What follows belongs to an exercise in optimizing a design on an open flow for small area; a production flow would make more cautious choices.
Function was checked by simulation only, so behaviour that the tests miss may differ from the original.
Power is estimated from default activity; no workload was simulated.

<file path="flow/run.sh">
#!/bin/bash
# synth_recipe.tcl (not shown) runs the flow's synth.tcl, then flattens the netlist and writes it again
# the make line also repeats each setting of config.mk as NAME=value (left out here)
make -C /OpenROAD-flow-scripts/flow DESIGN_CONFIG=/design/flow/config.mk WORK_HOME=/design/flow/orfs CLKGATE_MAP_FILE= SYNTH_SCRIPT=/design/flow/synth_recipe.tcl finish
</file>
<file path="flow/config.mk">
export PLATFORM = sky130hd
export DESIGN_NAME = asymmetric_fifo_sync
export DESIGN_NICKNAME = asymmetric_fifo_sync
export VERILOG_FILES = /design/flow/design.v
export SDC_FILE = /design/flow/constraint.sdc
export NUM_CORES = 4
export LEC_CHECK = 0
export CAP_MARGIN = 20
export CORE_MARGIN = 2
export CORE_UTILIZATION = 65
export CTS_BUF_LIST = sky130_fd_sc_hd__clkbuf_8
export CTS_CLUSTER_DIAMETER = 40
export CTS_CLUSTER_SIZE = 24
export SLEW_MARGIN = 20
export SYNTH_HIERARCHICAL = 1
</file>
<file path="flow/constraint.sdc">
create_clock -name core_clock -period 7.0 [get_ports {clk}]
set_input_delay 1.4000 -clock core_clock [delete_from_list [all_inputs] [get_ports {clk}]]
set_output_delay 1.4000 -clock core_clock [all_outputs]
set_load 0.01 [all_outputs]
</file>
<file path="flow/design.v">
package asym_fifo_pkg;
    function automatic int clog2(input int value);
        clog2 = $clog2(value);
    endfunction
    function automatic int minOf(input int a, input int b);
        minOf = (a < b) ? a : b;
    endfunction
    function automatic int maxOf(input int a, input int b);
        maxOf = (a > b) ? a : b;
    endfunction
    function automatic int calcMinW(input int widthW, input int widthR);
        calcMinW = (widthW < widthR) ? widthW : widthR;
    endfunction
    function automatic int calcUnits(input int width, input int widthW, input int widthR);
        calcUnits = width / ((widthW < widthR) ? widthW : widthR);
    endfunction
    function automatic int calcDmin(input int depthW, input int widthW, input int widthR);
        calcDmin = depthW * widthW / ((widthW < widthR) ? widthW : widthR);
    endfunction
endpackage
module fifo_byte (
    input  logic       clk,
    input  logic       hold,
    input  logic       we,
    input  logic [7:0] d,
    output logic [7:0] q
);
    always_ff @(posedge clk) begin
        q <= (q & {8{hold}}) | (d & {8{we}});
    end
endmodule
module fifo_rd3 (
    input  logic [2:0] a,
    input  logic [2:0] s,
    output logic       y_n
);
    assign y_n = ~|(a & s);
endmodule
module asym_sdp_ram (
    input  logic         clk,
    input  logic [63:0]  wsel,
    input  logic [3:0]   laneEn,
    input  logic [7:0]   din,
    input  logic [63:0]  rsel,
    output logic [31:0]  rdData
);
    logic [7:0]  dinL [4];
    logic [31:0] mem  [64];
    for (genvar l = 0; l < 4; l++) begin : gLane
        assign dinL[l] = din & {8{laneEn[l]}};
    end
    for (genvar w = 0; w < 64; w++) begin : gWord
        for (genvar l = 0; l < 4; l++) begin : gByte
            fifo_byte uByte (
                .clk  (clk),
                .hold (~(wsel[w] & laneEn[l])),
                .we   (wsel[w]),
                .d    (dinL[l]),
                .q    (mem[w][l*8 +: 8])
            );
        end
    end
    for (genvar b = 0; b < 32; b++) begin : gBit
        logic [20:0] leaf_n;
        for (genvar g = 0; g < 21; g++) begin : gLeaf
            fifo_rd3 uLeaf (
                .a   ({mem[3*g+2][b], mem[3*g+1][b], mem[3*g][b]}),
                .s   (rsel[3*g+2 -: 3]),
                .y_n (leaf_n[g])
            );
        end
        assign rdData[b] = ~&leaf_n | (mem[63][b] & rsel[63]);
    end
endmodule
module asymmetric_fifo_sync
#(
    parameter int WIDTHW     = 8,
    parameter int WIDTHR     = 32,
    parameter int DEPTHW     = 256,
    parameter int BIG_ENDIAN = 0,
    parameter int AFULL_THR  = 4
) (
    input  logic              clk,
    input  logic              rstn,
    input  logic              clr,
    input  logic              wr_en,
    input  logic [WIDTHW-1:0] din,
    output logic              full,
    output logic              almost_full,
    output logic              overflow,
    input  logic              rd_en,
    output logic [WIDTHR-1:0] dout,
    output logic              dout_valid,
    output logic              empty,
    output logic              underflow,
    output logic [asym_fifo_pkg::clog2(asym_fifo_pkg::calcDmin(DEPTHW, WIDTHW, WIDTHR)):0] level
);
    logic [5:0]  rdPtr;
    logic [5:0]  wrWord;
    logic        wrAccept, rdAccept;
    logic [63:0] wsel, rsel;
    logic [3:0]  laneEn;
    logic [31:0] rdData;
    assign full        = level[8];
    assign almost_full = level[8] | (&level[7:2]);
    assign empty       = ~|level[8:2];
    assign wrAccept = wr_en & ~full & ~clr;
    assign rdAccept = rd_en & ~empty & ~clr;
    assign wrWord = rdPtr + level[7:2];
    always_comb begin
        for (int w = 0; w < 64; w++) begin
            wsel[w] = (wrWord == 6'(w));
            rsel[w] = (rdPtr == 6'(w));
        end
        for (int l = 0; l < 4; l++) begin
            laneEn[l] = wrAccept & (level[1:0] == 2'(l));
        end
    end
    always_ff @(posedge clk or negedge rstn) begin
        if (!rstn) begin
            rdPtr      <= '0;
            level      <= '0;
            overflow   <= 1'b0;
            underflow  <= 1'b0;
            dout_valid <= 1'b0;
            dout       <= '0;
        end else begin
            if (clr) begin
                level <= '0;
            end else begin
                level <= level + {8'd0, wrAccept} - {6'd0, rdAccept, 2'd0};
            end
            if (rdAccept) begin
                rdPtr <= rdPtr + 6'd1;
                dout  <= rdData;
            end
            overflow   <= wr_en & full & ~clr;
            underflow  <= rd_en & empty & ~clr;
            dout_valid <= rdAccept;
        end
    end
    asym_sdp_ram uRam (
        .clk    (clk),
        .wsel   (wsel),
        .laneEn (laneEn),
        .din    (din),
        .rsel   (rsel),
        .rdData (rdData)
    );
endmodule
</file>
==> summary.md, run 1 <==
| Metric | Value |
|---|---|
| Kind of cell adding the most delay to the critical path | simple AND/OR/NAND/NOR gates |
| Root buffer cell | clkbuf_8 |
| Rows | 125 |
| Die extent in y | 347 um |
| EDFF count, synth | 0 |
| Post-DP HPWL | 157000 um |
| Crit path required time | 7890 ps |
| CP cell instances | nand2b_1, nor2_2, buf_4, a222oi_1, nand4_1, nor4_1, nand2_1, mux2_2 |
| Clk buf depth | 3 |
| H-Tree Depth | 4 |
| CTS tree | built |
| Clock Skews | 47.5 ps |
| Non-Filler Instances | 7880 |
| Synthesized cell area | 76500 um2 |
| Worst IR Drop VDD | 0.310 mV |
| Hold Crit Start | uRam.gWord[36].gByte[3].uByte.q[5]$_DFF_P_ |
| Io pins | 60 |
| Largest net degree at the start of global routing | 72 |
| Port Buffers | 59 |
| Netlist cell types | 53 |
| Initial core utilization | 0.656 |
| Total track usage | 0.414 |
| Avg Inst Size Synth | 12.1 um2 |
| Sequential share of power | 0.505 |
| Worst setup startpoint | rdPtr[5]$_DFFE_PN0P_ |
| Worst reg2reg path startpoint | rdPtr[5]$_DFFE_PN0P_ |
| Die width | 347 um |
| Cells after DPL | 7495 |
| Post-DRT Antenna Nets | 0 |
| Synth top cells by count | a22o_1, dfxtp_1, a222oi_1 |
| Area Growth Syn to Fin | 6.26% |
| Final Util | 0.697 |
| Total grt overflow | 0 |
| PwrDens | 349 nW/um2 |
| Syn. warnings | 12 |
| Slew Viols, Final | 0 |
| Fmax | 210 MHz |
| Final period util | 0.679 |
| Cells after Synth | 6311 |
| Via count | 61.2k |
| Clk latency of the worst-skew pair | 1000 ps |
| Outcome | no timing/DRC/antenna violations |
| FILL cells | 8557 |
| Gates resized, CTS repair | 0 |
| Sinks on Clock Net | 2098 |
| Yosys top cell by area | dfxtp_1 |
| TNS Setup | 0 ps |
| Share of post-route cells with drive strength above 1 | 0.124 |
| Fin crit period | 4750 ps |
| Relative slew slack | 0.110 |
| Via density | 7.76 |
| Setup violators final | 0 |
| Type of the worst setup path | flip-flop to flip-flop |
| Max_cap viols | 0 |
| Initial DRT Pass Iterations | 13 |
| Core area | 117000 um2 |
| Iteration-0 DRC Markers | 11.4k |
| Die area | 120000 um2 |
| Post-Syn Nets | 6349 |
| Main area contributors after synthesis | dfxtp_1, a22o_1, a222oi_1 |
| Share of the synthesized area in the top cell type | 0.536 |
| Post-DP Area | 76400 um2 |
| Final Hold Vio Count | 0 |
| CP arrival | 5640 ps |
| Number of global-route vias before repair | 57.6k |
| Initial antenna violation count | 9 |
| Crit-path max cell delay | 1210 ps |
| CP bufs+invs | 1 |
| Final net count | 6213 |
| Number of synthesized register bits | 2098 |
| Hold Buf Count CTS | 0 |
| Placer Congestion | 0.957 |
| Wire length per cell | 32.9 um |
| Seq/Total Area, Yosys | 0.552 |
| Post-Route WL | 259000 um |
| Cell internal pwr | 19.3 mW |
| Post-CTS setup buffer count | 0 |
| Ys async rst share | 0.0238 |
| DRC violations left | 0 |
| LEAKAGE | 30.3 nW |
| Hold crit path type | flip-flop to flip-flop |
| Design Area, Final | 81300 um2 |
| CP Launch Type | flip-flop |
| First-pass GRT wire length | 380000 um |
| Clk slew on worst S/H paths | 90 ps |
| CTS buffer count | 202 |
| Slowest CP cell | nor4_1 |
| Gate power share | 0.186 |
| Clk pwr share | 0.308 |
| Worst setup EP type | flip-flop |
| P_sw | 9.04 mW |
| CP Max Fanout | 32 |
| RSZ-0062 raised after global routing | false |
| Synth Flop Type | dfxtp_1 |
| Slew @ Worst Pin | 1320 ps |
| Switch share | 0.319 |
[registers in the layout, indices dropped and copies added (netlist names)]
register	flops
dout	32
dout_valid	1
level	9
overflow	1
rdPtr	6
uRam.gWord.gByte.uByte.q	2048
underflow	1
[final cells by class]
type                       count  area [um2]  area share
tap                         1524        1910      0.0235
timing repair buffer         229        1900      0.0234
inverter                      14        52.6    0.000647
sequential                  2098       42300       0.520
clock inverter               154        1790      0.0220
multi-input combinational   3630       30300       0.373
clock buffer                 223        3070      0.0378
antenna                        8        20.0    0.000246
[per-module statistics from Yosys, one instance, submodules excluded]
module	cell area, um2	flip-flops and latches	copies in the design
fifo_rd3	10.0	0	672
asymmetric_fifo_sync	3500	50	1
asym_sdp_ram	3150	0	1
fifo_byte	246	8	256
[metrics by stage]
step / hold WS (ps) / setup slack (ps) / power [mW]
finish: 488 / 2250 / 28.4
global route: 499 / 2200 / 29.3
CTS: 489 / 2270 / 28.2
detailed placement: 464 / 1980 / 19.7
global placement: 462 / 2020 / 19.5
floorplan: 449 / 3090 / 17.7
[cells in the final DEF (no fill, tap or decap), types with 8 or more instances in the layout]
master,Yosys,final
nand4_1,141,141
nor2_2,0,116
buf_4,4,168
inv_8,0,16
diode_2,0,8
a22o_1,2048,2048
clkinv_4,0,15
nor2_4,0,14
mux2_2,35,35
clkinv_2,0,19
nand3_1,49,49
xnor2_1,11,11
a211oi_2,30,30
clkinvlp_4,0,32
ha_1,24,24
inv_6,0,29
bufinv_16,0,22
nor4_1,32,20
clkdlybuf4s50_1,0,58
clkbuf_8,0,223
clkinv_8,0,8
a222oi_1,672,672
nor2_1,147,17
dfxtp_1,2048,2048
dfrtp_1,50,50
nand2_1,340,340
nor4_2,0,11
and2_4,0,31
inv_1,14,23
[path summary, 6_finish.rpt]
kind	slack [ps]	depth (start not counted)	to
min	490	1	uRam.gWord[36].gByte[3].uByte.q[5]$_DFF_P_
max	2250	8	dout[8]$_DFFE_PN0P_
min reg2reg	490	1	uRam.gWord[36].gByte[3].uByte.q[5]$_DFF_P_
max in group asynchronous	5800	1	dout[6]$_DFFE_PN0P_
min in group asynchronous	560	1	dout[13]$_DFFE_PN0P_
max reg2reg	2250	8	dout[8]$_DFFE_PN0P_
[power groups by stage]
stage,Sequential (mW),Combinational [mW],Clock (mW)
final,14.3,5.29,8.75
after floorplan,14.3,3.35,0
after CTS,14.3,5.13,8.78
after global placement,14.5,5.03,0
after detailed placement,14.5,5.12,0
after global routing,14.5,5.53,9.26
[layer usage]
layer  vias to the layer above  share of wire  global-route usage
met1                     30500           0.39               0.558
li1                      25800              -                   -
met2                      4170           0.43               0.605
met4                         4          0.057               0.227
met3                       692           0.12               0.110
met5                         -        0.00010                   0
[cells by family (layout without fill, tap and decap cells)]
logic type,Yosys count,in the layout,share of synthesized area
AOI/OAI and AO/OA,2782,2782,0.331
muxes,37,37,0.00542
DFF,2098,2098,0.552
other,0,8,0
and+or+nand+nor,771,771,0.0465
adders and majority gates,25,25,0.00419
xor gates and xnor gates,15,15,0.00172
buffers and inverters,583,620,0.0592
==> run 2, diff against run 1 <==
--- a/flow/config.mk
+++ b/flow/config.mk
@@ -8,8 +8,5 @@
 export CAP_MARGIN = 20
 export CORE_MARGIN = 2
-export CORE_UTILIZATION = 65
-export CTS_BUF_LIST = sky130_fd_sc_hd__clkbuf_8
-export CTS_CLUSTER_DIAMETER = 40
-export CTS_CLUSTER_SIZE = 24
+export CORE_UTILIZATION = 30
 export SLEW_MARGIN = 20
 export SYNTH_HIERARCHICAL = 1
==> run 2 against run 1 <==
Against the previous run:
- still clean on timing, DRC and antenna
- die area increased by 120%
- cell area increased by 5.3%
- sequential share of layout area decreased by 2.6 points
- clock power up 29%
- area after synthesis unchanged
- maximum frequency down 4.6%
- setup slack got worse by 230 ps
- sequential power about the same
- critical endpoint is now dout[25]$_DFFE_PN0P_
- largest cell class unchanged
==> summary.md, run 2 <==
| Metric | Value |
|---|---|
| Rows | 185 (+48%) |
| Hold Buf Count CTS | 0 (unchanged) |
| Max FFs per register | 2048 (unchanged) |
| Total track usage | 0.205 (-0.209) |
| Synthesized cell area | 76500 um2 (unchanged) |
| Hold Crit Start | uRam.gWord[31].gByte[1].uByte.q[5]$_DFF_P_ |
| Yosys top cell by area | dfxtp_1 |
| Die extent in y | 509 um (+47%) |
| Post-DRT Antenna Nets | 0 (unchanged) |
| Post-CTS setup buffer count | 0 (unchanged) |
| Worst reg2reg path startpoint | rdPtr[1]$_DFFE_PN0P_ |
| Avg Inst Size Synth | 12.1 um2 (unchanged) |
| CTS buffer count | 198 (-2.0%) |
| P_sw | 9.20 mW (+1.7%) |
| Gates resized, CTS repair | 0 (unchanged) |
| Root buffer cell | clkbuf_16 |
| Area Growth Syn to Fin | 11.9% |
| Syn. warnings | 12 (unchanged) |
| Via count | 61.2k (+0.0082%) |
| H-Tree Depth | 4 (unchanged) |
| Total grt overflow | 0 (unchanged) |
| Final period util | 0.712 (+0.0325) |
| Io pins | 60 (unchanged) |
| Gate power share | 0.172 (-0.014) |
| TNS Setup | 0 ps (unchanged) |
| Worst IR Drop VDD | 0.308 mV (-0.47%) |
| Setup violators final | 0 (unchanged) |
| Slew Viols, Final | 0 (unchanged) |
| CP arrival | 5720 ps (+80 ps) |
| Sequential share of power | 0.464 (-0.041) |
| Seq/Total Area, Yosys | 0.552 (unchanged) |
| Hold crit path type | flip-flop to flip-flop |
| Number of global-route vias before repair | 58.4k (+1.4%) |
| RSZ-0062 raised after global routing | false |
| Type of the worst setup path | flip-flop to flip-flop |
| Cell internal pwr | 21.8 mW (+13%) |
| Initial core utilization | 0.301 (-0.355) |
| Multi-input gate area | 30200 um2 (-0.40%) |
| R2r worst-path depth | 10 (+2) |
| Die width | 509 um (+47%) |
| Sinks on Clock Net | 2098 (unchanged) |
| Netlist cell types | 53 (unchanged) |
| Clock Skews | 40.0 ps (-7.53 ps) |
| Crit path required time | 7740 ps (-150 ps) |
| Post-Route WL | 279000 um (+7.6%) |
| Max_cap viols | 0 (unchanged) |
| CP Launch Type | flip-flop |
| CP Max Fanout | 32 (unchanged) |
| Share of the synthesized area in the top cell type | 0.536 (unchanged) |
| Die area | 259000 um2 (+120%) |
| Post-DP HPWL | 176000 um (+12%) |
| Ys async rst share | 0.0238 (unchanged) |
| FILL cells | 25.0k (+190%) |
| Share of post-route cells with drive strength above 1 | 0.119 (-0.00474) |
| Iteration-0 DRC Markers | 10.8k (-4.7%) |
| Core area | 254000 um2 (+120%) |
| Initial antenna violation count | 18 (+9) |
| Switch share | 0.296 (-0.0222) |
| Final net count | 6230 (+0.27%) |
| Final Hold Vio Count | 0 (unchanged) |
| Cell mode on critical path | nand2_1 |
| Slew @ Worst Pin | 1370 ps (+49.2 ps) |
| Fmax | 201 MHz (-4.6%) |
| Clk slew on worst S/H paths | 70 ps (-20 ps) |
| Crit-path max cell delay | 1230 ps (+20 ps) |
| Number of synthesized register bits | 2098 (unchanged) |
| Initial DRT Pass Iterations | 14 (+1) |
| Slowest CP cell | nor4_1 |
| Wire length per cell | 28.7 um (-13%) |
| Clk pwr share | 0.364 (+0.056) |
| Synth Flop Type | dfxtp_1 |
| CTS tree | built |
| DRC violations left | 0 (unchanged) |
| EDFF count, synth | 0 (unchanged) |
| Largest net degree at the start of global routing | 65 (-9.7%) |
| Final Util | 0.337 (-0.360) |
| Port Buffers | 59 (unchanged) |
| Clk buf depth | 3 (unchanged) |
| Clk latency of the worst-skew pair | 890 ps (-110 ps) |
| Fin crit period | 4980 ps (+228 ps) |
| Worst R2R End | dout[25]$_DFFE_PN0P_ |
| Main area contributors after synthesis | dfxtp_1, a22o_1, a222oi_1 |
| FF/Latch Area | 42300 um2 (unchanged) |
| Top Registers | uRam.gWord.gByte.uByte.q x2048, dout x32, level x9 |
| Worst setup EP type | flip-flop |
| WHS Path Cells | 1 (unchanged) |
| PwrDens | 362 nW/um2 (+3.8%) |
| Relative slew slack | 0.0765 (-0.0331) |
| Commonest cells after routing, fill and taps aside | a22o_1, dfxtp_1, a222oi_1, nand2_1, clkbuf_16 |
| Via density | 6.29 (-19%) |
| CP cell instances | inv_1, ha_1, nand2_1, nor2_2, buf_4, a222oi_1, nand4_1, nor4_1, nand2_1, mux2_2 |
| Placer Congestion | 0.935 (-2.3%) |
| Synth top cells by count | a22o_1, dfxtp_1, a222oi_1 |
| First-pass GRT wire length | 404000 um (+6.2%) |
| Post-Syn Nets | 6349 (unchanged) |
| Flop2flop setup slack | 2020 ps (-230 ps) |
| Outcome | no timing/DRC/antenna violations |
| Cells after Synth | 6311 (unchanged) |
| Endpoint, Worst Hold | uRam.gWord[31].gByte[1].uByte.q[5]$_DFF_P_ |
| Biggest register | uRam.gWord.gByte.uByte.q |
| LEAKAGE | 31.4 nW (+3.4%) |
==> run 2: through the flow <==
| stage | hold slack, ps | cells | instance area, um2 | total power, mW | worst slack [ps] |
|---|---|---|---|---|---|
| finish | 481 | 9734 | 85600 | 31.0 | 2020 |
| detailed placement | 463 | 9356 | 78700 | 19.8 | 1940 |
| floorplan | 449 | 6311 | 76500 | 17.7 | 3090 |
| global route | 492 | 9724 | 85600 | 32.0 | 2150 |
| CTS | 482 | 9721 | 85500 | 31.0 | 2080 |
| global placement | 460 | 9356 | 78700 | 19.6 | 1990 |
==> run 2: kinds of logic (layout without fill, tap and decap cells) <==
family / Yosys count / in the layout / synth area share
xor+xnor: 15 / 15 / 0.00172
flops: 2098 / 2098 / 0.552
compound gates: 2782 / 2782 / 0.331
mux: 37 / 37 / 0.00542
other cells: 0 / 11 / 0
buf+inv: 583 / 629 / 0.0592
fa+ha+maj: 25 / 25 / 0.00419
simple gates: 771 / 771 / 0.0465
==> run 2: Yosys stat by module, one instance, submodules excluded <==
module                times used  area (um2)  cells
fifo_byte                    256         246     18
asymmetric_fifo_sync           1        3500    420
fifo_rd3                     672        10.0      1
asym_sdp_ram                   1        3150    611
==> run 2: power by group through the flow <==
stage                     Combinational, mW  Sequential, mW  Clock [mW]
final                                  5.33            14.4        11.3
after global routing                   5.57            14.5        11.9
after CTS                              5.23            14.3        11.4
after detailed placement               5.22            14.6           0
after global placement                 5.09            14.5           0
after floorplan                        3.35            14.3           0
==> run 2: worst max-delay path by stage <==
stage,start,endpoint,cells past startpoint
floorplan,clr,uRam.gWord[0].gByte[2].uByte.q[2]$_DFF_P_,7
global placement,clr,uRam.gWord[4].gByte[3].uByte.q[5]$_DFF_P_,7
detailed placement,clr,uRam.gWord[4].gByte[3].uByte.q[5]$_DFF_P_,7
CTS,rdPtr[4]$_DFFE_PN0P_,dout[7]$_DFFE_PN0P_,8
global route,level[2]$_DFF_PN0_,uRam.gWord[3].gByte[1].uByte.q[5]$_DFF_P_,8
finish,rdPtr[1]$_DFFE_PN0P_,dout[25]$_DFFE_PN0P_,10
==> run 2: routing by layer <==
metal,track usage,wire length [um],vias to the layer above
met1,0.270,114000,31100
met5,0.00204,189,-
met4,0.120,16500,18
met2,0.306,122000,3616
met3,0.0465,27000,597
li1,-,-,25900
==> run 2: area by class of cell <==
type	count	area share
Antenna cell	11	0.000322
Clock buffer	286	0.0678
Clock inverter	79	0.0120
Inverter	14	0.000614
Multi-Input combinational cell	3630	0.352
Sequential cell	2098	0.494
Tap cell	3366	0.0492
Timing Repair Buffer	250	0.0241
==> run 2: worst max-delay path: cells and delay by family, from the launching register on <==
| kind | cells | cell delay (ps) |
|---|---|---|
| fa+ha+maj | 1 | 250 |
| simple gates | 5 | 2540 |
| flops | 1 | 520 |
| mux | 1 | 350 |
| buf+inv | 2 | 440 |
| compound gates | 1 | 680 |
==> run 3, diff against run 2 <==
==> flow/flow/run.sh (new file) <==
#!/bin/bash
set -o pipefail
cp standard.sh standard_sh.txt
export CTS_ARGS="-sink_clustering_enable -repair_clock_nets -dont_use_dummy_load -sink_clustering_size 24 -sink_clustering_max_diameter 40 -buf_list sky130_fd_sc_hd__clkbuf_8"
bash standard.sh > standard.log 2>&1
==> flow/standard.sh (new file) <==
#!/bin/bash
# synth_recipe.tcl (not shown) runs the flow's synth.tcl, then flattens the netlist and writes it again
# the make line also repeats each setting of config.mk as NAME=value (left out here)
make -C /OpenROAD-flow-scripts/flow DESIGN_CONFIG=/design/flow/config.mk WORK_HOME=/design/flow/orfs CLKGATE_MAP_FILE= SYNTH_SCRIPT=/design/flow/synth_recipe.tcl "${@:-finish}"
--- a/flow/config.mk
+++ b/flow/config.mk
@@ -8,5 +8,8 @@
 export CAP_MARGIN = 20
 export CORE_MARGIN = 2
-export CORE_UTILIZATION = 30
+export CORE_UTILIZATION = 65
+export CTS_BUF_LIST = sky130_fd_sc_hd__clkbuf_8
+export CTS_CLUSTER_DIAMETER = 40
+export CTS_CLUSTER_SIZE = 24
 export SLEW_MARGIN = 20
 export SYNTH_HIERARCHICAL = 1
removed: flow/run.sh
==> run 3 against run 2 <==
Against the previous run:
- critical path depth down 2
- via count decreased by 0.91%
- non-clock buffer count shrank 21
- largest power group unchanged
- sequential power is essentially flat
- largest cell class unchanged
- sequential share of layout area up 4.0 points
- setup slack better by 43 ps
- clock power is 43% lower
- final cell count fell by 21%
- hold slack improved by 1.4 ps
==> summary.md, run 3 <==
| Metric | Value |
|---|---|
| Ys async rst share | 0.0238 (unchanged) |
| Core area | 117000 um2 (-54%) |
| Top Registers | uRam.gWord.gByte.uByte.q x2048, dout x32, level x9 |
| H-Tree Depth | 4 (unchanged) |
| Worst R2R End | dout[6]$_DFFE_PN0P_ |
| Relative slew slack | 0.104 (+0.0271) |
| CTS buffer count | 202 (+2.0%) |
| Sinks on Clock Net | 2098 (unchanged) |
| Slew @ Worst Pin | 1330 ps (-40.2 ps) |
| FILL cells | 8797 (-65%) |
| PwrDens | 329 nW/um2 (-9.2%) |
| Hold Crit Start | uRam.gWord[1].gByte[1].uByte.q[5]$_DFF_P_ |
| Commonest cells after routing, fill and taps aside | a22o_1, dfxtp_1, a222oi_1, nand2_1, clkbuf_8 |
| TNS Setup | 0 ps (unchanged) |
| Via count | 60.6k (-0.91%) |
| Worst reg2reg path startpoint | rdPtr[4]$_DFFE_PN0P_ |
| EDFF count, synth | 0 (unchanged) |
| Largest net degree at the start of global routing | 72 (+11%) |
| Final Hold Vio Count | 0 (unchanged) |
| Root buffer cell | clkbuf_8 |
| Setup ws final | 2060 ps (+43.5 ps) |
| Avg Inst Size Synth | 12.1 um2 (unchanged) |
| Gates resized, CTS repair | 0 (unchanged) |
| Main area contributors after synthesis | dfxtp_1, a22o_1, a222oi_1 |
| Setup violators final | 0 (unchanged) |
| Number of synthesized register bits | 2098 (unchanged) |
| Max FFs per register | 2048 (unchanged) |
| Final net count | 6213 (-0.27%) |
| Clk buf depth | 3 (unchanged) |
| Die area | 120000 um2 (-54%) |
| Area Growth Syn to Fin | 3.53% |
| Worst setup startpoint | rdPtr[4]$_DFFE_PN0P_ |
| Clk latency of the worst-skew pair | 970 ps (+80 ps) |
| Syn. warnings | 12 (unchanged) |
| Post-route worst hold slack | 483 ps (+1.42 ps) |
| Post-Syn Nets | 6349 (unchanged) |
| Seq/Total Area, Yosys | 0.552 (unchanged) |
| CP Launch Type | flip-flop |
| Initial core utilization | 0.656 (+0.355) |
| CP Max Fanout | 32 (unchanged) |
| Post-CTS setup buffer count | 0 (unchanged) |
| Fmax | 203 MHz (+0.88%) |
| Cells after Synth | 6311 (unchanged) |
| Synth top cells by count | a22o_1, dfxtp_1, a222oi_1 |
| Post-DP HPWL | 157000 um (-11%) |
| Total grt overflow | 0 (unchanged) |
| Share of post-route cells with drive strength above 1 | 0.101 (-0.0186) |
| Worst IR Drop VDD | 0.292 mV (-5.4%) |
| Endpoint, Worst Hold | uRam.gWord[1].gByte[1].uByte.q[5]$_DFF_P_ |
| Biggest register | uRam.gWord.gByte.uByte.q |
| Worst setup EP type | flip-flop |
| Clock Skews | 70.9 ps (+30.9 ps) |
| Share of the synthesized area in the top cell type | 0.536 (unchanged) |
| Netlist cell types | 53 (unchanged) |
| Slew Viols, Final | 0 (unchanged) |
| Number of global-route vias before repair | 57.4k (-1.7%) |
| Total track usage | 0.412 (+0.208) |
| Die extent in y | 347 um (-32%) |
| Max_cap viols | 0 (unchanged) |
| Via density | 7.87 (+25%) |
| Port Buffers | 59 (unchanged) |
| Initial antenna violation count | 8 (-10) |
| Hold crit path type | flip-flop to flip-flop |
| Wire length per cell | 33.5 um (+17%) |
| Rows | 125 (-32%) |
| Final period util | 0.705 (-0.00621) |
| Placer Congestion | 0.957 (+2.4%) |
| Initial DRT Pass Iterations | 12 (-2) |
| Crit path required time | 7780 ps (+40 ps) |
| Hold Buf Count CTS | 0 (unchanged) |
| R2r worst-path depth | 8 (-2) |
| Synthesized cell area | 76500 um2 (unchanged) |
| Die width | 347 um (-32%) |
| RSZ-0062 raised after global routing | false |
| CP arrival | 5720 ps (about the same) |
| Clk slew on worst S/H paths | 80 ps (about the same) |
| First-pass GRT wire length | 378000 um (-6.3%) |
| Flop2flop setup slack | 2060 ps (+40 ps) |
| Iteration-0 DRC Markers | 11.1k (+2.0%) |
| LEAKAGE | 29.4 nW (-6.4%) |
| WHS Path Cells | 1 (unchanged) |
| Yosys top cell by area | dfxtp_1 |
| Post-DRT Antenna Nets | 0 (unchanged) |
| Outcome | no timing/DRC/antenna violations |
| Post-Route WL | 258000 um (-7.4%) |
| CTS tree | built |
| Fin crit period | 4940 ps (-43.5 ps) |
| Io pins | 60 (unchanged) |
| Type of the worst setup path | flip-flop to flip-flop |
| Pre-CTS WS | 1980 ps (+44.0 ps) |
| DRC violations left | 0 (unchanged) |
| Synth Flop Type | dfxtp_1 |
run 3: how the worst max path moves through the flow:
stage / endpoint / cells past startpoint
6_report: dout[6]$_DFFE_PN0P_ / 8
5_1_grt: dout[6]$_DFFE_PN0P_ / 8
4_1_cts: uRam.gWord[19].gByte[2].uByte.q[5]$_DFF_P_ / 8
3_5_place_dp: uRam.gWord[31].gByte[3].uByte.q[3]$_DFF_P_ / 7
3_3_place_gp: uRam.gWord[4].gByte[3].uByte.q[3]$_DFF_P_ / 7
2_1_floorplan: uRam.gWord[0].gByte[2].uByte.q[2]$_DFF_P_ / 7
run 3: final cells by class:
type,instances,area (um2),area share
inverters,14,52.6,0.000664
diodes,3,7.51,0.0000948
clock buffers,202,2780,0.0351
repair buffers,229,1900,0.0240
well taps,1524,1910,0.0241
flip-flops and latches,2098,42300,0.534
multi-input cells,3630,30300,0.382
run 3: logic make-up after synthesis:
family / Yosys count / share of synthesized area
xor+xnor: 15 / 0.00172
buf+inv: 583 / 0.0592
mux: 37 / 0.00542
simple gates: 771 / 0.0465
flops: 2098 / 0.552
compound gates: 2782 / 0.331
fa+ha+maj: 25 / 0.00419
run 3: stage by stage:
step	power, mW	cell area (um2)	instances	utilization
finish	26.1	79200	7700	0.679
global route	26.9	79200	7699	0.679
CTS	25.9	79200	7697	0.679
detailed placement	19.7	76400	7495	0.655
global placement	19.5	76400	7495	0.655
floorplan	17.7	76500	6311	-
run 3: metal layers:
layer | GRT usage | share of wire | vias up
li1 | - | - | 25600
met1 | 0.555 | 0.39 | 30200
met2 | 0.600 | 0.43 | 4077
met3 | 0.112 | 0.12 | 684
met4 | 0.229 | 0.057 | 6
met5 | 0 | 0.00016 | -
run 3: power by group:
part / leakage [nW] / switching (mW) / total (mW) / internal [mW]
logic: 10.7 / 3.37 / 5.28 / 1.92
clock network: 1.45 / 3.87 / 6.43 / 2.55
registers: 17.2 / 0.913 / 14.3 / 13.4
total: 29.4 / 8.15 / 26.1 / 17.9
run 3: per-module statistics from Yosys (local to each module, per instance):
module | copies in the design | cells inside
fifo_rd3 | 672 | 1
asymmetric_fifo_sync | 1 | 420
fifo_byte | 256 | 18
asym_sdp_ram | 1 | 611
run 3: worst max-delay path, cell delays in order (launching register included):
cell and delay [ps]:
dfrtp_1 490, nand2b_1 800, nor2_2 40, buf_4 300, a222oi_1 530, nand4_1 580, nor4_2 1240, nand2_1 360
mux2_2 390
==> run 4, diff against run 3 <==
--- a/flow/design.v
+++ b/flow/design.v
@@ -30,4 +30,17 @@
     end
 endmodule
+module fifo_obyte (
+    input  logic       clk,
+    input  logic       rstn,
+    input  logic       hold,
+    input  logic       ld,
+    input  logic [7:0] d,
+    output logic [7:0] q
+);
+    always_ff @(posedge clk or negedge rstn) begin
+        if (!rstn) q <= '0;
+        else       q <= (q & {8{hold}}) | (d & {8{ld}});
+    end
+endmodule
 module fifo_rd3 (
     input  logic [2:0] a,
@@ -39,22 +52,27 @@
 module asym_sdp_ram (
     input  logic         clk,
-    input  logic [63:0]  wsel,
     input  logic [3:0]   laneEn,
+    input  logic         shift,
     input  logic [7:0]   din,
     input  logic [63:0]  rsel,
     output logic [31:0]  rdData
 );
-    logic [7:0]  dinL [4];
-    logic [31:0] mem  [64];
+    logic [31:0] mem [64];
     for (genvar l = 0; l < 4; l++) begin : gLane
-        assign dinL[l] = din & {8{laneEn[l]}};
+        fifo_byte uByte (
+            .clk  (clk),
+            .hold (~laneEn[l]),
+            .we   (laneEn[l]),
+            .d    (din),
+            .q    (mem[0][l*8 +: 8])
+        );
     end
-    for (genvar w = 0; w < 64; w++) begin : gWord
+    for (genvar w = 1; w < 64; w++) begin : gWord
         for (genvar l = 0; l < 4; l++) begin : gByte
             fifo_byte uByte (
                 .clk  (clk),
-                .hold (~(wsel[w] & laneEn[l])),
-                .we   (wsel[w]),
-                .d    (dinL[l]),
+                .hold (~shift),
+                .we   (shift),
+                .d    (mem[w-1][l*8 +: 8]),
                 .q    (mem[w][l*8 +: 8])
             );
@@ -96,8 +114,7 @@
     output logic [asym_fifo_pkg::clog2(asym_fifo_pkg::calcDmin(DEPTHW, WIDTHW, WIDTHR)):0] level
 );
-    logic [5:0]  rdPtr;
-    logic [5:0]  wrWord;
     logic        wrAccept, rdAccept;
-    logic [63:0] wsel, rsel;
+    logic [7:0]  levelDec;
+    logic [63:0] rsel;
     logic [3:0]  laneEn;
     logic [31:0] rdData;
@@ -107,9 +124,8 @@
     assign wrAccept = wr_en & ~full & ~clr;
     assign rdAccept = rd_en & ~empty & ~clr;
-    assign wrWord = rdPtr + level[7:2];
+    assign levelDec = level[7:0] - 8'd1;
     always_comb begin
         for (int w = 0; w < 64; w++) begin
-            wsel[w] = (wrWord == 6'(w));
-            rsel[w] = (rdPtr == 6'(w));
+            rsel[w] = (levelDec[7:2] == 6'(w));
         end
         for (int l = 0; l < 4; l++) begin
@@ -119,10 +135,8 @@
     always_ff @(posedge clk or negedge rstn) begin
         if (!rstn) begin
-            rdPtr      <= '0;
             level      <= '0;
             overflow   <= 1'b0;
             underflow  <= 1'b0;
             dout_valid <= 1'b0;
-            dout       <= '0;
         end else begin
             if (clr) begin
@@ -131,8 +145,4 @@
                 level <= level + {8'd0, wrAccept} - {6'd0, rdAccept, 2'd0};
             end
-            if (rdAccept) begin
-                rdPtr <= rdPtr + 6'd1;
-                dout  <= rdData;
-            end
             overflow   <= wr_en & full & ~clr;
             underflow  <= rd_en & empty & ~clr;
@@ -140,8 +150,18 @@
         end
     end
+    for (genvar l = 0; l < 4; l++) begin : gDout
+        fifo_obyte uDout (
+            .clk  (clk),
+            .rstn (rstn),
+            .hold (~rdAccept),
+            .ld   (rdAccept),
+            .d    (rdData[l*8 +: 8]),
+            .q    (dout[l*8 +: 8])
+        );
+    end
     asym_sdp_ram uRam (
         .clk    (clk),
-        .wsel   (wsel),
         .laneEn (laneEn),
+        .shift  (laneEn[0]),
         .din    (din),
         .rsel   (rsel),
==> flow/flow/run.sh (replaced) <==
#!/bin/bash
set -o pipefail
cp standard.sh standard_sh.txt
export CTS_ARGS="-sink_clustering_enable -repair_clock_nets -dont_use_dummy_load -sink_clustering_size 18 -sink_clustering_max_diameter 50 -buf_list sky130_fd_sc_hd__clkbuf_8"
bash standard.sh > standard.log 2>&1
--- a/flow/config.mk
+++ b/flow/config.mk
@@ -8,8 +8,5 @@
 export CAP_MARGIN = 20
 export CORE_MARGIN = 2
-export CORE_UTILIZATION = 65
-export CTS_BUF_LIST = sky130_fd_sc_hd__clkbuf_8
-export CTS_CLUSTER_DIAMETER = 40
-export CTS_CLUSTER_SIZE = 24
+export CORE_UTILIZATION = 85
 export SLEW_MARGIN = 20
 export SYNTH_HIERARCHICAL = 1
==> run 4 against run 3 <==
Against the previous run:
- still clean on timing, DRC and antenna
- count of clock-buffer cells in the layout is 58 lower
- combinational power fell by about 30%
- synthesized cell count shrank 6.9%
- hold slack worse by 16 ps
- non-clock buffer count fell by 69
- sequential share of layout area up 2.5 points
- die area down 25%
- via count is 7.4% lower
- critical endpoint is now empty
- largest cell class unchanged
==> summary.md, run 4 <==
| Metric | Value |
|---|---|
| Outcome | no timing/DRC/antenna violations |
| Slew Viols, Final | 0 (unchanged) |
| Synth Flop Type | dfxtp_1 |
| Max FFs per register | 2016 (-1.6%) |
| Syn. warnings | 11 (-1) |
| Post-Route WL | 197000 um (-24%) |
| Worst reg2reg path startpoint | level[4]$_DFF_PN0_ |
| Area Growth Syn to Fin | 1.20% |
| Post-CTS setup buffer count | 0 (unchanged) |
| Top-count cell post-synth | a22o_1 |
| Via count | 56.2k (-7.4%) |
| R2r worst-path depth | 12 (+4) |
| Final period util | 0.661 (-0.0442) |
| CP Launch Type | flip-flop |
| FILL cells | 4346 (-51%) |
| Ys async rst share | 0.0210 (-0.00280) |
| CTS tree | built |
| Clock Skews | 55.9 ps (-15.0 ps) |
| CP arrival | 3230 ps (-2490 ps) |
| Post-Syn Nets | 5907 (-7.0%) |
| Main area contributors after synthesis | dfxtp_1, a22o_1, a222oi_1 |
| Avg Inst Size Synth | 12.7 um2 (+4.6%) |
| Rows | 108 (-14%) |
| Hold crit path type | flip-flop to flip-flop |
| Hold Crit Start | uRam.gWord[15].gByte[0].uByte.q[1]$_DFF_P_ |
| PwrDens | 296 nW/um2 (-10%) |
| Number of global-route vias before repair | 52.8k (-8.0%) |
| Top Registers | uRam.gWord.gByte.uByte.q x2016, gDout.uDout.q x32, uRam.gLane.uByte.q x32 |
| Cells after Synth | 5876 (-6.9%) |
| Crit path required time | 5600 ps (-2180 ps) |
| CP Max Fanout | 14 (-56%) |
| Final net count | 5677 (-8.6%) |
| Clk slew on worst S/H paths | 100 ps (+20 ps) |
| Setup ws final | 2370 ps (+309 ps) |
| Via density | 8.26 (+4.9%) |
| Clk latency of the worst-skew pair | 850 ps (-120 ps) |
| Final Hold Vio Count | 0 (unchanged) |
| Seq/Total Area, Yosys | 0.565 (+0.0127) |
| Netlist cell types | 55 (+3.8%) |
| FF/Latch Area | 42100 um2 (-0.36%) |
| TNS Setup | 0 ps (unchanged) |
| Wire length per cell | 28.9 um (-14%) |
| Clk buf depth | 3 (unchanged) |
| Fin crit period | 4630 ps (-309 ps) |
| Non-Filler Instances | 6800 (-12%) |
| Slew @ Worst Pin | 1150 ps (-183 ps) |
| Fmax | 216 MHz (+6.7%) |
| Post-DRT Antenna Nets | 0 (unchanged) |
| Initial DRT Pass Iterations | 13 (+1) |
| Hold Buf Count CTS | 0 (unchanged) |
| DRC violations left | 0 (unchanged) |
| Gates resized, CTS repair | 0 (unchanged) |
| CTS buffer count | 144 (-29%) |
| Setup violators final | 0 (unchanged) |
| Iteration-0 DRC Markers | 11.5k (+3.6%) |
| Multi-input gate area | 28200 um2 (-7.0%) |
| Relative slew slack | 0.232 (+0.128) |
| Io pins | 60 (unchanged) |
| Core area | 86800 um2 (-26%) |
| Total track usage | 0.418 (+0.00525) |
| Final Power | 22.3 mW (-14%) |
| Most common cell after layout, fill and taps aside | a22o_1 |
| Endpoint, Worst Hold | uRam.gWord[16].gByte[0].uByte.q[1]$_DFF_P_ |
| Cells after DPL | 6655 (-11%) |
| Die extent in y | 300 um (-14%) |
| Placer Congestion | 0.949 (-0.91%) |
| Largest net degree at the start of global routing | 227 (+220%) |
| Worst IR Drop VDD | 0.564 mV (+93%) |
| Die width | 300 um (-14%) |
| Port Buffers | 59 (unchanged) |
| Max_cap viols | 0 (unchanged) |
| Commonest cells after routing, fill and taps aside | a22o_1, dfxtp_1, a222oi_1, clkbuf_8, nand4_1 |
| Pre-CTS WS | 2090 ps (+111 ps) |
| Initial core utilization | 0.859 (+0.202) |
| Die area | 90000 um2 (-25%) |
| Root buffer cell | clkbuf_8 |
| Share of the synthesized area in the top cell type | 0.550 (+0.0143) |
| Number of synthesized register bits | 2092 (-0.29%) |
| RSZ-0062 raised after global routing | false |
| Synth top cells by count | a22o_1, dfxtp_1, a222oi_1 |
| Initial antenna violation count | 1 (-7) |
| Yosys top cell by area | dfxtp_1 |
| H-Tree Depth | 4 (unchanged) |
| Worst R2R End | gDout[2].uDout.q[0]$_DFF_PN0_ |
| Worst setup EP type | output pin |
| First-pass GRT wire length | 299000 um (-21%) |
| Worst setup startpoint | level[4]$_DFF_PN0_ |
| Flop2flop setup slack | 2390 ps (+330 ps) |
| Synthesized cell area | 74500 um2 (-2.6%) |
| Total grt overflow | 0 (unchanged) |
| LEAKAGE | 28.1 nW (-4.2%) |
| Share of post-route cells with drive strength above 1 | 0.0629 (-0.0379) |
| Type of the worst setup path | flip-flop to output pin |
| Biggest register | uRam.gWord.gByte.uByte.q |
| EDFF count, synth | 0 (unchanged) |
| Sinks on Clock Net | 2092 (-0.29%) |
| WHS Path Cells | 1 (unchanged) |
| Post-DP HPWL | 119000 um (-24%) |
-- run 4: how the worst max path moves through the flow --
stage / depth (start not counted) / slack (ps) / end
floorplan: 5 / -8370 / uRam.gWord[10].gByte[0].uByte.q[5]$_DFF_P_
global placement: 7 / 2150 / uRam.gLane[0].uByte.q[5]$_DFF_P_
detailed placement: 7 / 2090 / uRam.gWord[15].gByte[1].uByte.q[7]$_DFF_P_
CTS: 6 / 2340 / empty
global route: 6 / 2250 / empty
finish: 6 / 2370 / empty
-- run 4: cells by family (layout without fill, tap and decap cells) --
| kind of cell | Yosys count | in the layout | share of synthesized area |
|---|---|---|---|
| compound gates | 2812 | 2812 | 0.344 |
| xor+xnor | 7 | 7 | 0.000823 |
| fa+ha+maj | 18 | 18 | 0.00302 |
| buf+inv | 555 | 323 | 0.0595 |
| flops | 2092 | 2092 | 0.565 |
| mux | 2 | 2 | 0.000286 |
| other cells | 0 | 1 | 0 |
| simple gates | 390 | 390 | 0.0275 |
-- run 4: report_power, final --
part / total, mW / switching [mW] / internal [mW]
clock: 5.32 / 3.47 / 1.85
sequential: 13.3 / 0.712 / 12.6
combinational: 3.71 / 2.56 / 1.15
total: 22.3 / 6.74 / 15.6
-- run 4: critical path: stages (launching register included) --
cell and delay [ps]:
dfrtp_1 600, inv_1 350, ha_1 270, nand2_1 60
or4_1 500, inv_1 80, clkdlybuf4s50_1 540
-- run 4: per-module statistics from Yosys, one instance, submodules excluded --
module | cells inside | flip-flops and latches | times used | area, um2
asymmetric_fifo_sync | 228 | 12 | 1 | 1680
asym_sdp_ram | 296 | 0 | 1 | 1840
fifo_rd3 | 1 | 0 | 672 | 10.0
fifo_obyte | 18 | 8 | 4 | 287
fifo_byte | 18 | 8 | 256 | 246
-- run 4: layout make-up --
class / instances / share of cell area
multi-input combinational: 3229 / 0.374
timing repair buffer: 160 / 0.0214
tap: 1155 / 0.0192
sequential: 2092 / 0.558
inverter: 19 / 0.00105
antenna: 1 / 0.0000332
clock buffer: 144 / 0.0263
-- run 4: layer usage --
layer,share of wire,GRT usage,up-vias
met3,0.11,0.0757,694
met5,0,0,-
met2,0.45,0.635,3605
met4,0.080,0.314,0
met1,0.36,0.536,27700
li1,-,-,24200
-- run 4: through the flow --
step                      hold slack, ps   util  area, um2
after floorplan                      456      -      74500
after global placement               469  0.846      73400
after detailed placement             472  0.846      73400
after CTS                            461  0.869      75400
after global routing                 481  0.869      75400
final                                467  0.869      75400
==> run 5, diff against run 4 <==
--- a/flow/config.mk
+++ b/flow/config.mk
@@ -8,5 +8,8 @@
 export CAP_MARGIN = 20
 export CORE_MARGIN = 2
-export CORE_UTILIZATION = 85
+export CORE_UTILIZATION = 65
+export CTS_BUF_LIST = sky130_fd_sc_hd__clkbuf_8
+export CTS_CLUSTER_DIAMETER = 40
+export CTS_CLUSTER_SIZE = 24
 export SLEW_MARGIN = 20
 export SYNTH_HIERARCHICAL = 1
==> run 5 against run 4 <==
Against the previous run:
- still clean
- synthesized cell count unchanged
- die area increased by 30%
- hold slack improved by 1.5 ps
- flip-flop and latch count unchanged
- non-clock buffer count decreased by 2
- routed wire length increased by 1.5%
- maximum frequency decreased by 0.43%
- critical path type is now flip-flop to flip-flop
- largest cell class unchanged
- highest routed layer unchanged
==> summary.md, run 5 <==
| Metric | Value |
|---|---|
| Crit path required time | 7720 ps (+2120 ps) |
| Die extent in y | 343 um (+14%) |
| Relative slew slack | 0.226 (-0.00623) |
| DRC violations left | 0 (unchanged) |
| RSZ-0062 raised after global routing | false |
| Setup ws final | 2350 ps (-19.8 ps) |
| H-Tree Depth | 4 (unchanged) |
| Design Area, Final | 76000 um2 (+0.80%) |
| Biggest register | uRam.gWord.gByte.uByte.q |
| Worst reg2reg path startpoint | level[4]$_DFF_PN0_ |
| Fin crit period | 4650 ps (+19.8 ps) |
| LEAKAGE | 28.2 nW (+0.32%) |
| CTS tree | built |
| Slowest CP cell | a31oi_1 |
| Ys async rst share | 0.0210 (unchanged) |
| Final period util | 0.664 (+0.00282) |
| Clk latency of the worst-skew pair | 900 ps (+50 ps) |
| Synth Flop Type | dfxtp_1 |
| Max_cap viols | 0 (unchanged) |
| Clk buf depth | 3 (unchanged) |
| Cells after DPL | 7010 (+5.3%) |
| Initial antenna violation count | 2 (+1) |
| Initial DRT Pass Iterations | 13 (unchanged) |
| Share of post-route cells with drive strength above 1 | 0.0652 (+0.00232) |
| Post-CTS setup buffer count | 0 (unchanged) |
| Share of the synthesized area in the top cell type | 0.550 (unchanged) |
| CTS buffer count | 160 (+11%) |
| Wire length per cell | 27.8 um (-3.8%) |
| Hold Buf Count CTS | 0 (unchanged) |
| Final Power | 22.7 mW (+1.4%) |
| CP cell instances | inv_1, ha_1, xnor2_1, and3_1, a31oi_1, nor2_2, buf_4, a222oi_1, nand4_1, nor4_1, nand2_1, a22o_1 |
| Seq/Total Area, Yosys | 0.565 (unchanged) |
| PwrDens | 298 nW/um2 (+0.64%) |
| Total track usage | 0.324 (-0.0936) |
| Crit-path max cell delay | 810 ps (+210 ps) |
| Placer Congestion | 0.858 (-9.5%) |
| Clk slew on worst S/H paths | 110 ps (about the same) |
| Area Growth Syn to Fin | 2.01% |
| Top-count cell post-synth | a22o_1 |
| Hold crit path type | flip-flop to flip-flop |
| Worst IR Drop VDD | 0.505 mV (-10%) |
| Avg Inst Size Synth | 12.7 um2 (unchanged) |
| Yosys top cell by area | dfxtp_1 |
| Kind of cell adding the most delay to the critical path | compound AO/OA/AOI/OAI gates |
| Sinks on Clock Net | 2092 (unchanged) |
| Pre-CTS WS | 2060 ps (-28.9 ps) |
| Final Util | 0.666 (-0.203) |
| Setup violators final | 0 (unchanged) |
| FILL cells | 8792 (+100%) |
| Die width | 343 um (+14%) |
| Multi-input gate area | 28200 um2 (about the same) |
| Syn. warnings | 11 (unchanged) |
| Type of the worst setup path | flip-flop to flip-flop |
| CP arrival | 5360 ps (+2130 ps) |
| Largest net degree at the start of global routing | 246 (+8.4%) |
| Via density | 7.59 (-8.1%) |
| TNS Setup | 0 ps (unchanged) |
| Main area contributors after synthesis | dfxtp_1, a22o_1, a222oi_1 |
| Synth top cells by count | a22o_1, dfxtp_1, a222oi_1 |
| Commonest cells after routing, fill and taps aside | a22o_1, dfxtp_1, a222oi_1, clkbuf_8, nand4_1 |
| Netlist cell types | 55 (unchanged) |
| Slew Viols, Final | 0 (unchanged) |
| Top Registers | uRam.gWord.gByte.uByte.q x2016, gDout.uDout.q x32, uRam.gLane.uByte.q x32 |
| Post-Syn Nets | 5907 (unchanged) |
| Total grt overflow | 0 (unchanged) |
| Post-DP HPWL | 117000 um (-1.4%) |
| CP Launch Type | flip-flop |
| Post-DP Area | 73800 um2 (+0.51%) |
| Die area | 117000 um2 (+30%) |
| Worst setup startpoint | level[4]$_DFF_PN0_ |
| CP bufs+invs | 2 (-1) |
| Post-DRT Antenna Nets | 0 (unchanged) |
| Fmax | 215 MHz (-0.43%) |
| Via count | 54.4k (-3.1%) |
| Rows | 124 (+15%) |
| Port Buffers | 59 (unchanged) |
| Outcome | no timing/DRC/antenna violations |
| Max FFs per register | 2016 (unchanged) |
| Non-Filler Instances | 7174 (+5.5%) |
| Root buffer cell | clkbuf_8 |
| Worst setup EP type | flip-flop |
| CP Max Fanout | 32 (+18) |
| Number of global-route vias before repair | 50.1k (-5.2%) |
| Gates resized, CTS repair | 0 (unchanged) |
| Post-route worst hold slack | 468 ps (+1.51 ps) |
| First-pass GRT wire length | 299000 um (+0.18%) |
| Final net count | 5691 (+0.25%) |
| Final Hold Vio Count | 0 (unchanged) |
| Synthesized cell area | 74500 um2 (unchanged) |
| Most common cell after layout, fill and taps aside | a22o_1 |
| EDFF count, synth | 0 (unchanged) |
| FF/Latch Area | 42100 um2 (unchanged) |
| Io pins | 60 (unchanged) |
| Post-Route WL | 200000 um (+1.5%) |
| Slew @ Worst Pin | 1160 ps (+12.1 ps) |
| Iteration-0 DRC Markers | 9380 (-18%) |
| Number of synthesized register bits | 2092 (unchanged) |
| Hold Crit Start | uRam.gWord[27].gByte[0].uByte.q[6]$_DFF_P_ |
| Core area | 114000 um2 (+31%) |
| Initial core utilization | 0.653 (-0.205) |
| Cells after Synth | 5876 (unchanged) |
| Clock Skews | 78.3 ps (+22.4 ps) |
## run 5: cell count changes in the layout (fill, tap and decap cells not counted), sizes merged
cell | previous run | this run
buf | 102 | 100
clkbuf | 144 | 160
diode | 1 | 4
## run 5: cell families after synthesis
logic type | Yosys count | share of synthesized area
compound gates | 2812 | 0.344
xor+xnor | 7 | 0.000823
fa+ha+maj | 18 | 0.00302
buf+inv | 555 | 0.0595
flops | 2092 | 0.565
mux | 2 | 0.000286
simple gates | 390 | 0.0275
## run 5: power by group
group	total, mW	internal, mW	leakage, nW	switching, mW
clock	5.65	2.05	1.15	3.60
combinational	3.75	1.14	9.93	2.61
sequential	13.2	12.6	17.1	0.672
## run 5: final timing paths
| kind | slack (ps) | depth (start not counted) | endpoint |
|---|---|---|---|
| setup / recovery | 2350 | 12 | gDout[0].uDout.q[2]$_DFF_PN0_ |
| hold / removal | 470 | 1 | uRam.gWord[28].gByte[0].uByte.q[6]$_DFF_P_ |
| setup reg to reg | 2350 | 12 | gDout[0].uDout.q[2]$_DFF_PN0_ |
| hold reg to reg | 470 | 1 | uRam.gWord[28].gByte[0].uByte.q[6]$_DFF_P_ |
| max in group asynchronous | 5690 | 2 | level[6]$_DFF_PN0_ |
| min in group asynchronous | 670 | 2 | gDout[2].uDout.q[5]$_DFF_PN0_ |
## run 5: Yosys stat by module (local to each module, per instance)
module / cells / area (um2) / flip-flops and latches / copies in the design
fifo_rd3: 1 / 10.0 / 0 / 672
fifo_byte: 18 / 246 / 8 / 256
asym_sdp_ram: 296 / 1840 / 0 / 1
fifo_obyte: 18 / 287 / 8 / 4
asymmetric_fifo_sync: 228 / 1680 / 12 / 1
## run 5: final cells by class
type,instances,area share
clock buffers,160,0.0290
flip-flops and latches,2092,0.554
inverters,19,0.00104
diodes,4,0.000132
well taps,1512,0.0249
multi-input cells,3229,0.371
repair buffers,158,0.0203
## run 5: metal layers
| metal | part of all wire | wire, um | GRT usage |
|---|---|---|---|
| met4 | 0.053 | 10600 | 0.166 |
| met2 | 0.46 | 92400 | 0.500 |
| met3 | 0.077 | 15300 | 0.0394 |
| met5 | 0 | 0 | 0 |
| met1 | 0.41 | 81500 | 0.450 |
==> run 6, diff against run 5 <==
--- a/flow/design.v
+++ b/flow/design.v
@@ -50,4 +50,16 @@
     assign y_n = ~|(a & s);
 endmodule
+module fifo_nand4 (input logic [3:0] a, output logic y);
+    assign y = ~&a;
+endmodule
+module fifo_nand3 (input logic [2:0] a, output logic y);
+    assign y = ~&a;
+endmodule
+module fifo_nand2 (input logic [1:0] a, output logic y);
+    assign y = ~&a;
+endmodule
+module fifo_nor2 (input logic [1:0] a, output logic y);
+    assign y = ~|a;
+endmodule
 module asym_sdp_ram (
     input  logic         clk,
@@ -80,5 +92,7 @@
     end
     for (genvar b = 0; b < 32; b++) begin : gBit
-        logic [20:0] leaf_n;
+        logic [21:0] leaf_n;
+        logic [5:0]  part;
+        logic [2:0]  part_n;
         for (genvar g = 0; g < 21; g++) begin : gLeaf
             fifo_rd3 uLeaf (
@@ -88,5 +102,15 @@
             );
         end
-        assign rdData[b] = ~&leaf_n | (mem[63][b] & rsel[63]);
+        fifo_nand2 uLeaf63 (.a({mem[63][b], rsel[63]}), .y(leaf_n[21]));
+        fifo_nand4 uP0 (.a(leaf_n[3:0]),   .y(part[0]));
+        fifo_nand4 uP1 (.a(leaf_n[7:4]),   .y(part[1]));
+        fifo_nand4 uP2 (.a(leaf_n[11:8]),  .y(part[2]));
+        fifo_nand4 uP3 (.a(leaf_n[15:12]), .y(part[3]));
+        fifo_nand3 uP4 (.a(leaf_n[18:16]), .y(part[4]));
+        fifo_nand3 uP5 (.a(leaf_n[21:19]), .y(part[5]));
+        fifo_nor2  uQ0 (.a(part[1:0]),     .y(part_n[0]));
+        fifo_nor2  uQ1 (.a(part[3:2]),     .y(part_n[1]));
+        fifo_nor2  uQ2 (.a(part[5:4]),     .y(part_n[2]));
+        fifo_nand3 uOut (.a(part_n),       .y(rdData[b]));
     end
 endmodule
--- a/flow/config.mk
+++ b/flow/config.mk
@@ -8,8 +8,5 @@
 export CAP_MARGIN = 20
 export CORE_MARGIN = 2
-export CORE_UTILIZATION = 65
-export CTS_BUF_LIST = sky130_fd_sc_hd__clkbuf_8
-export CTS_CLUSTER_DIAMETER = 40
-export CTS_CLUSTER_SIZE = 24
+export CORE_UTILIZATION = 85
 export SLEW_MARGIN = 20
 export SYNTH_HIERARCHICAL = 1
==> run 6 against run 5 <==
Against the previous run:
- still clean on timing, DRC and antenna
- critical path depth stayed put
- final cell count is 4.3% lower
- routed wire length is 2.1% higher
- first-iteration DRC count is 41% higher
- critical path type unchanged
- largest power group unchanged
- highest routed layer is now met5
==> summary.md, run 6 <==
| Metric | Value |
|---|---|
| Outcome | no timing/DRC/antenna violations |
| Initial DRT Pass Iterations | 14 (+1) |
| Synth Flop Type | dfxtp_1 |
| P_sw | 7.09 mW (+3.1%) |
| Area Growth Syn to Fin | 1.38% |
| Biggest register | uRam.gWord.gByte.uByte.q |
| Hold Buf Count CTS | 0 (unchanged) |
| Post-route worst hold slack | 440 ps (-28.4 ps) |
| Final net count | 5742 (+0.90%) |
| Crit path required time | 7780 ps (+60 ps) |
| First-pass GRT wire length | 304000 um (+1.6%) |
| Sinks on Clock Net | 2092 (unchanged) |
| Total grt overflow | 0 (unchanged) |
| Ys async rst share | 0.0210 (unchanged) |
| Io pins | 60 (unchanged) |
| DRC violations left | 0 (unchanged) |
| FILL cells | 4337 (-51%) |
| CP Max Fanout | 23 (-28%) |
| Clk slew on worst S/H paths | 110 ps (about the same) |
| Max FFs per register | 2016 (unchanged) |
| Main area contributors after synthesis | dfxtp_1, a22o_1, a222oi_1 |
| Iteration-0 DRC Markers | 13.2k (+41%) |
| Via density | 8.30 (+9.4%) |
| CP arrival | 5980 ps (+620 ps) |
| Worst IR Drop VDD | 0.338 mV (-33%) |
| Clk latency of the worst-skew pair | 890 ps (about the same) |
| Die width | 300 um (-12%) |
| Rows | 108 (-13%) |
| Commonest cells after routing, fill and taps aside | a22o_1, dfxtp_1, a222oi_1, clkbuf_8, nand4_1 |
| Synth top cells by count | a22o_1, dfxtp_1, a222oi_1 |
| Clk buf depth | 3 (unchanged) |
| CP Launch Type | flip-flop |
| CTS buffer count | 146 (-8.8%) |
| Die extent in y | 300 um (-12%) |
| Gate power share | 0.175 (+0.009) |
| Wire length per cell | 29.7 um (+6.7%) |
| Most common cell after layout, fill and taps aside | a22o_1 |
| Post-DP HPWL | 116000 um (-0.57%) |
| Final Hold Vio Count | 0 (unchanged) |
| PwrDens | 304 nW/um2 (+2.0%) |
| Slew @ Worst Pin | 1290 ps (+128 ps) |
| Share of the synthesized area in the top cell type | 0.551 (+0.000861) |
| Cell internal pwr | 15.8 mW (+0.36%) |
| Switch share | 0.310 (+0.00567) |
| Worst setup EP type | flip-flop |
| Seq/Total Area, Yosys | 0.566 (+0.000884) |
| Netlist cell types | 53 (-3.6%) |
| Via count | 57.0k (+4.7%) |
| Post-Route WL | 204000 um (+2.1%) |
| Top Registers | uRam.gWord.gByte.uByte.q x2016, gDout.uDout.q x32, uRam.gLane.uByte.q x32 |
| Number of synthesized register bits | 2092 (unchanged) |
| Post-Syn Nets | 5968 (+1.0%) |
| Number of global-route vias before repair | 52.4k (+4.6%) |
| Slew Viols, Final | 0 (unchanged) |
| CTS tree | built |
| Yosys top cell by area | dfxtp_1 |
| Largest net degree at the start of global routing | 272 (+11%) |
| Hold crit path type | flip-flop to flip-flop |
| Gates resized, CTS repair | 0 (unchanged) |
| Avg Inst Size Synth | 12.5 um2 (-1.2%) |
| Port Buffers | 59 (unchanged) |
| LEAKAGE | 28.0 nW (-0.61%) |
| Fmax | 192 MHz (-11%) |
| Fin crit period | 5200 ps (+549 ps) |
| Clock Skews | 70.0 ps (-8.27 ps) |
| Share of post-route cells with drive strength above 1 | 0.0569 (-0.00829) |
| Final period util | 0.742 (+0.0784) |
| Root buffer cell | clkbuf_8 |
| Initial antenna violation count | 5 (+3) |
| Relative slew slack | 0.138 (-0.0875) |
| Placer Congestion | 0.926 (+7.9%) |
| Cells after Synth | 5937 (+1.0%) |
| Synthesized cell area | 74400 um2 (-0.16%) |
| Die area | 89900 um2 (-23%) |
| Final Power | 22.9 mW (+1.2%) |
| RSZ-0062 raised after global routing | false |
| Syn. warnings | 11 (unchanged) |
| Clk pwr share | 0.237 (-0.013) |
| Sequential share of power | 0.588 (+0.003) |
| TNS Setup | 0 ps (unchanged) |
| Max_cap viols | 0 (unchanged) |
| Post-CTS setup buffer count | 0 (unchanged) |
| Setup violators final | 0 (unchanged) |
| Initial core utilization | 0.857 (+0.204) |
| Top-count cell post-synth | a22o_1 |
| Type of the worst setup path | flip-flop to flip-flop |
| EDFF count, synth | 0 (unchanged) |
| Total track usage | 0.429 (+0.105) |
| Post-DRT Antenna Nets | 0 (unchanged) |
| H-Tree Depth | 4 (unchanged) |
| Core area | 86800 um2 (-24%) |
run 6: critical path, cell delays in order, from the launching register on:
cell,delay [ps]
dfrtp_1,620
inv_1,330
ha_1,310
nand2_1,180
or3_4,380
nand4_2,490
nor2_2,340
buf_4,360
a222oi_1,270
nand4_1,330
nor2_1,950
nand3_1,230
a22o_1,250
run 6: logic make-up after synthesis:
logic type,synth area share
AO/OA/AOI/OAI,0.339
flip-flops,0.566
buffers and inverters,0.0591
AND/OR/NAND/NOR,0.0323
adder cells (fa/ha/maj),0.00303
XOR/XNOR,0.000824
multiplexers,0.000151
run 6: Yosys stat by module (local to each module, per instance):
| module | area (um2) | times used | flops+latches |
|---|---|---|---|
| asymmetric_fifo_sync | 1620 | 1 | 12 |
| fifo_byte | 246 | 256 | 8 |
| fifo_nand3 | 5.00 | 96 | 0 |
| fifo_nand4 | 6.26 | 128 | 0 |
| fifo_rd3 | 10.0 | 672 | 0 |
| asym_sdp_ram | 18.8 | 1 | 0 |
| fifo_obyte | 287 | 4 | 8 |
| fifo_nand2 | 3.75 | 32 | 0 |
| fifo_nor2 | 3.75 | 96 | 0 |
run 6: cell type report:
class	instances	area, um2	share of cell area
Sequential cell	2092	42100	0.558
Clock buffer	146	2010	0.0267
Antenna cell	3	7.51	0.0000996
Tap cell	1155	1450	0.0192
Multi-Input combinational cell	3294	28200	0.373
Inverter	19	78.8	0.00105
Timing Repair Buffer	158	1600	0.0213
run 6: final timing paths:
check                                                      startpoint                                         end  slack, ps  cells after the start
max reg2reg                                        level[4]$_DFF_PN0_               gDout[0].uDout.q[4]$_DFF_PN0_       1800                     12
min reg2reg                uRam.gWord[45].gByte[3].uByte.q[7]$_DFF_P_  uRam.gWord[46].gByte[3].uByte.q[7]$_DFF_P_        440                      1
min in group asynchronous                                        rstn               gDout[2].uDout.q[2]$_DFF_PN0_        650                      2
min                        uRam.gWord[45].gByte[3].uByte.q[7]$_DFF_P_  uRam.gWord[46].gByte[3].uByte.q[7]$_DFF_P_        440                      1
max                                                level[4]$_DFF_PN0_               gDout[0].uDout.q[4]$_DFF_PN0_       1800                     12
max in group asynchronous                                        rstn                          level[7]$_DFF_PN0_       5820                      2
run 6: power groups by stage:
stage	logic [mW]	registers [mW]	clock network, mW
after floorplan	3.26	13.5	0
after global placement	3.68	13.6	0
after detailed placement	3.81	13.7	0
after CTS	3.83	13.4	5.41
after global routing	4.18	13.5	5.84
final	4.02	13.5	5.42
run 6: routing by layer:
metal	GRT usage	share of wire	up-vias
li1	-	-	24300
met1	0.567	0.37	28100
met2	0.619	0.43	3916
met3	0.117	0.13	690
met4	0.293	0.068	2
met5	0	0.000064	-
run 6: through the flow:
stage / util / setup WS (ps) / std cells / instance area, um2
after global routing: 0.869 / 1900 / 6866 / 75400
final: 0.869 / 1800 / 6867 / 75400
after floorplan: - / -8350 / 5937 / 74400
after detailed placement: 0.844 / 1900 / 6710 / 73200
after global placement: 0.843 / 2020 / 6709 / 73200
after CTS: 0.867 / 2320 / 6856 / 75200

==> re-timing with driven ports <==
In the flow no input, the clock included, has a driving cell. The finished layouts below were timed again as built, in two steps.
Step 1 (the two cells are an assumption about what drives the block):
set clk [get_ports {clk}]
set_driving_cell -lib_cell sky130_fd_sc_hd__clkbuf_16 $clk
set_driving_cell -lib_cell sky130_fd_sc_hd__buf_2 [delete_from_list [all_inputs] $clk]
Step 2, shift: input delay + t, output delay - t, t = (earliest + latest rising clock arrival at the registers) / 2. This alone moves slack from input paths to output paths.
Three values: ideal, step 1, step 2; two values: the first two.
run	t, ns	slack for setup (ns)	pins driven straight from the clock port
run 1	1.058	2.247 / 2.247 / 1.709	1
run 2	0.949	2.019 / 2.019 / 1.946	1
run 3	1.016	2.062 / 2.062 / 1.730	1
run 4	0.903	2.372 / 2.295 / 1.973	1
run 5	0.931	2.352 / 2.352 / 1.891	1
run 6	0.929	1.803 / 1.803 / 1.744	1
After both steps every run listed still meets setup and hold. The setup slack of run 1, which loses most, moves by 0.000 ns with the drivers and by -0.538 ns with both steps.
